What follows belongs to an exercise in optimizing a design on an open flow for small area and few clock cycles per item; a production flow would make more cautious choices.
The RTL was checked by simulation tests, not by an equivalence proof against the original design.

== v43 ==
==> flow/design.v (excerpt) <==
module h2o_serial_accum (
  input  logic               clk,
  input  logic               rst_n,
  input  logic signed [31:0] h_data,
  input  logic               h_valid,
  input  logic               h_last,
  output logic               h_ready,
  output logic signed [31:0] y_data,
  output logic               y_valid,
  input  logic               y_ready,
  output logic               frame_err
);
Size: ~41 flip-flops.
clock: 8.0 ns
lec_check: 0
cap_margin: 20
core_margin: 2
core_utilization: 40
slew_margin: 20
synth_hierarchical: 1
synth_minimum_keep_size: 0
standard.sh (not shown) runs the stock make flow with config.mk's settings and CLKGATE_MAP_FILE= SYNTH_SCRIPT=/design/flow/synth_recipe.tcl, a recipe that flattens the netlist after the stock synthesis.
==> flow/flow/run.sh <==
#!/bin/bash
# The standard layout, with the smallest buffer on each port.
set -euo pipefail
export BUFFER_PORTS_ARGS="-buffer_cell sky130_fd_sc_hd__buf_1"
bash standard.sh > standard.log 2>&1
The final layout from v43, which completed every stage, passed the timing, design-rule and antenna checks at the end of the flow.
Testbench counts of v43, summed over its fixed seeds: cycles 10,248, frames 512.
Input changes introduced in v1 (baseline for comparison: v43):
Settings: setting PLACE_DENSITY to 0.4 for the first time; setting CELL_PAD_IN_SITES_GLOBAL_PLACEMENT to 1 for the first time; setting CELL_PAD_IN_SITES_DETAIL_PLACEMENT to 1 for the first time.
v1 finished end to end and its layout was clean on timing, DRC and antenna. Against v43 as the reference, v1 delivers a higher global-route usage. v1 has synthesis-to-layout area growth above what v43 had. For the worst setup margin, v1 came in 0.15 ns higher than v43 did. Compared with v43, v1 shows final cell area excluding filler cells that has gone up slightly. v1 and v43 ended up with nearly the same sequential share of cell area. As far as clock-pin slew on the worst setup and hold paths is concerned, v43 and v1 perform about the same. Against v43 as the reference, v1 delivers a higher hold slack. Sort v1 and v43 by layout cell share with drive strength beyond 1 desc -> top: v1.
--- input diff v1..v10 ---
Settings: removing CELL_PAD_IN_SITES_DETAIL_PLACEMENT (formerly 1); removing CELL_PAD_IN_SITES_GLOBAL_PLACEMENT (formerly 1); removing PLACE_DENSITY (formerly 0.4).
==> flow/flow/run.sh <==
#!/bin/bash
# The standard layout with buf_2 on each input port and buf_1 on each
# output port (flow/ports.tcl).
set -euo pipefail
export PRE_GLOBAL_PLACE_TCL="$PWD/flow/ports.tcl"
bash standard.sh > standard.log 2>&1
==> flow/flow/ports.tcl (new file) <==
# Sourced before global placement (PRE_GLOBAL_PLACE_TCL). Every port still
# gets one buffer; inputs, which fan out widely, get buf_2 and outputs buf_1.
rename buffer_ports my_orig_buffer_ports
proc buffer_ports { args } {
  my_orig_buffer_ports -inputs -buffer_cell sky130_fd_sc_hd__buf_2
  my_orig_buffer_ports -outputs -buffer_cell sky130_fd_sc_hd__buf_1
}
[summary]
The non-clock buffer count in v10 was lower than what v1 gave. v1 ended up with more cell instances than v10 did. Diff v1 -> v10: routed wire length shows a reduction of about 12%. As far as number of distinct standard cells referenced by the synthesized netlist goes, v1 and v10 are indistinguishable; the numbers are identical. On share of final-layout standard cells stronger than drive strength 1, v1 tracks v10 almost exactly. v10 reports its capture point of the worst path as r_acc[33]$_DFF_P_ while v1 reports r_acc[7]$_DFF_P_. v10 vs. v1: routed length on met2 went down about 12%; final hold slack went up 0.011 ns; met2 demand-to-capacity share in global routing went down 6.2 points.

* * *

h2o_serial_accum, a different RTL version from the one above (not shown whole).
Size: ~41 flip-flops, about 72 I/O pins, ~12,000 um2 of cells after synthesis.
clock: 8.0 ns
lec_check: 0
cap_margin: 20
core_margin: 2
core_utilization: 40
gpl_timing_driven: 0
slew_margin: 20
synth_hierarchical: 1
synth_minimum_keep_size: 0
==> flow/flow/run.sh <==
#!/bin/bash
# The standard layout, with the smallest buffer on each port and the
# synthesis buffers removed at floorplan (placement repair re-buffers).
set -euo pipefail
export BUFFER_PORTS_ARGS="-buffer_cell sky130_fd_sc_hd__buf_1"
export REMOVE_ABC_BUFFERS=1
bash standard.sh > standard.log 2>&1
The starting point finished with timing, DRC and antenna clean.
Testbench counts at the start, summed over its fixed seeds: cycles 10,248, frames 512.
Next try:
==> flow/flow/run.sh (replaced) <==
#!/bin/bash
# The standard layout, with the smallest buffer on each port.
set -euo pipefail
export BUFFER_PORTS_ARGS="-buffer_cell sky130_fd_sc_hd__buf_1"
bash standard.sh > standard.log 2>&1
Design area hardly moves.
Critical path depth increases by 2.
Via count increases by 1.5%.
Wire length is higher by 2.5%.
Setup slack loses 0.072 ns.
Area after synthesis stays the same.
First-iteration DRC count went up by 18%.
Cell count rose by 5.3%.
Global-route usage grows by 0.78 points.
Next try:
==> flow/flow/run.sh (replaced) <==
#!/bin/bash
# The standard layout, with the smallest buffer on each port and, after
# global routing, non-critical cells sized down as far as timing allows.
set -euo pipefail
export BUFFER_PORTS_ARGS="-buffer_cell sky130_fd_sc_hd__buf_1"
export RECOVER_POWER=100
bash standard.sh > standard.log 2>&1
GPL_TIMING_DRIVEN = not set   (was 0)
With this change the flow produced a layout that fails on capacitance limit, slew limit.
Clock skew goes up by 0.0034 ns.
Fmax rose by 2.0%.
Worst setup slack is better by 0.15 ns.
Sequential share of layout area is about the same.
Non-clock buffer count goes down by 17.
Critical path depth is higher by 1.

## re-timing with driven ports
The flow's constraints put no driver on any port. The routed layouts listed below were extracted and timed again, unchanged, in two steps. Step 1 assumes that a clkbuf_16 drives the clock port and a buf_2 every other input. Step 2 times the ports against the registers' clock, not the clock port: input delays grow and output delays shrink by t, the midpoint of the rising clock arrivals with the driver on. a / b / c = no drivers / after step 1 / after step 2; a / b = the first two.
run	t, ns	setup WS [ns]	hold WS [ns]	clock arrival spread, ns	worst slew at a driven data input, ns
v43	0.351	0.353 / 0.377 / 0.026	0.619 / 0.619 / 0.619	0.004 / 0.004	0.05
v1	0.367	0.501 / 0.530 / 0.163	0.625 / 0.625 / 0.625	0.015 / 0.015	0.03
v10	0.348	0.380 / 0.405 / 0.056	0.636 / 0.636 / 0.636	0.008 / 0.007	0.06
the first run of note 2	0.374	0.208 / 0.232 / -0.142	0.561 / 0.561 / 0.561	0.013 / 0.013	0.05
the second run of note 2	0.375	0.136 / 0.163 / -0.212	0.538 / 0.538 / 0.538	0.008 / 0.008	0.04
the third run of note 2	0.376	0.288 / 0.313 / -0.063	0.527 / 0.527 / 0.527	0.012 / 0.012	0.08
For the third run of note 2, which loses most, drivers alone change the setup slack by +0.025 ns; drivers and shift together by -0.351 ns.
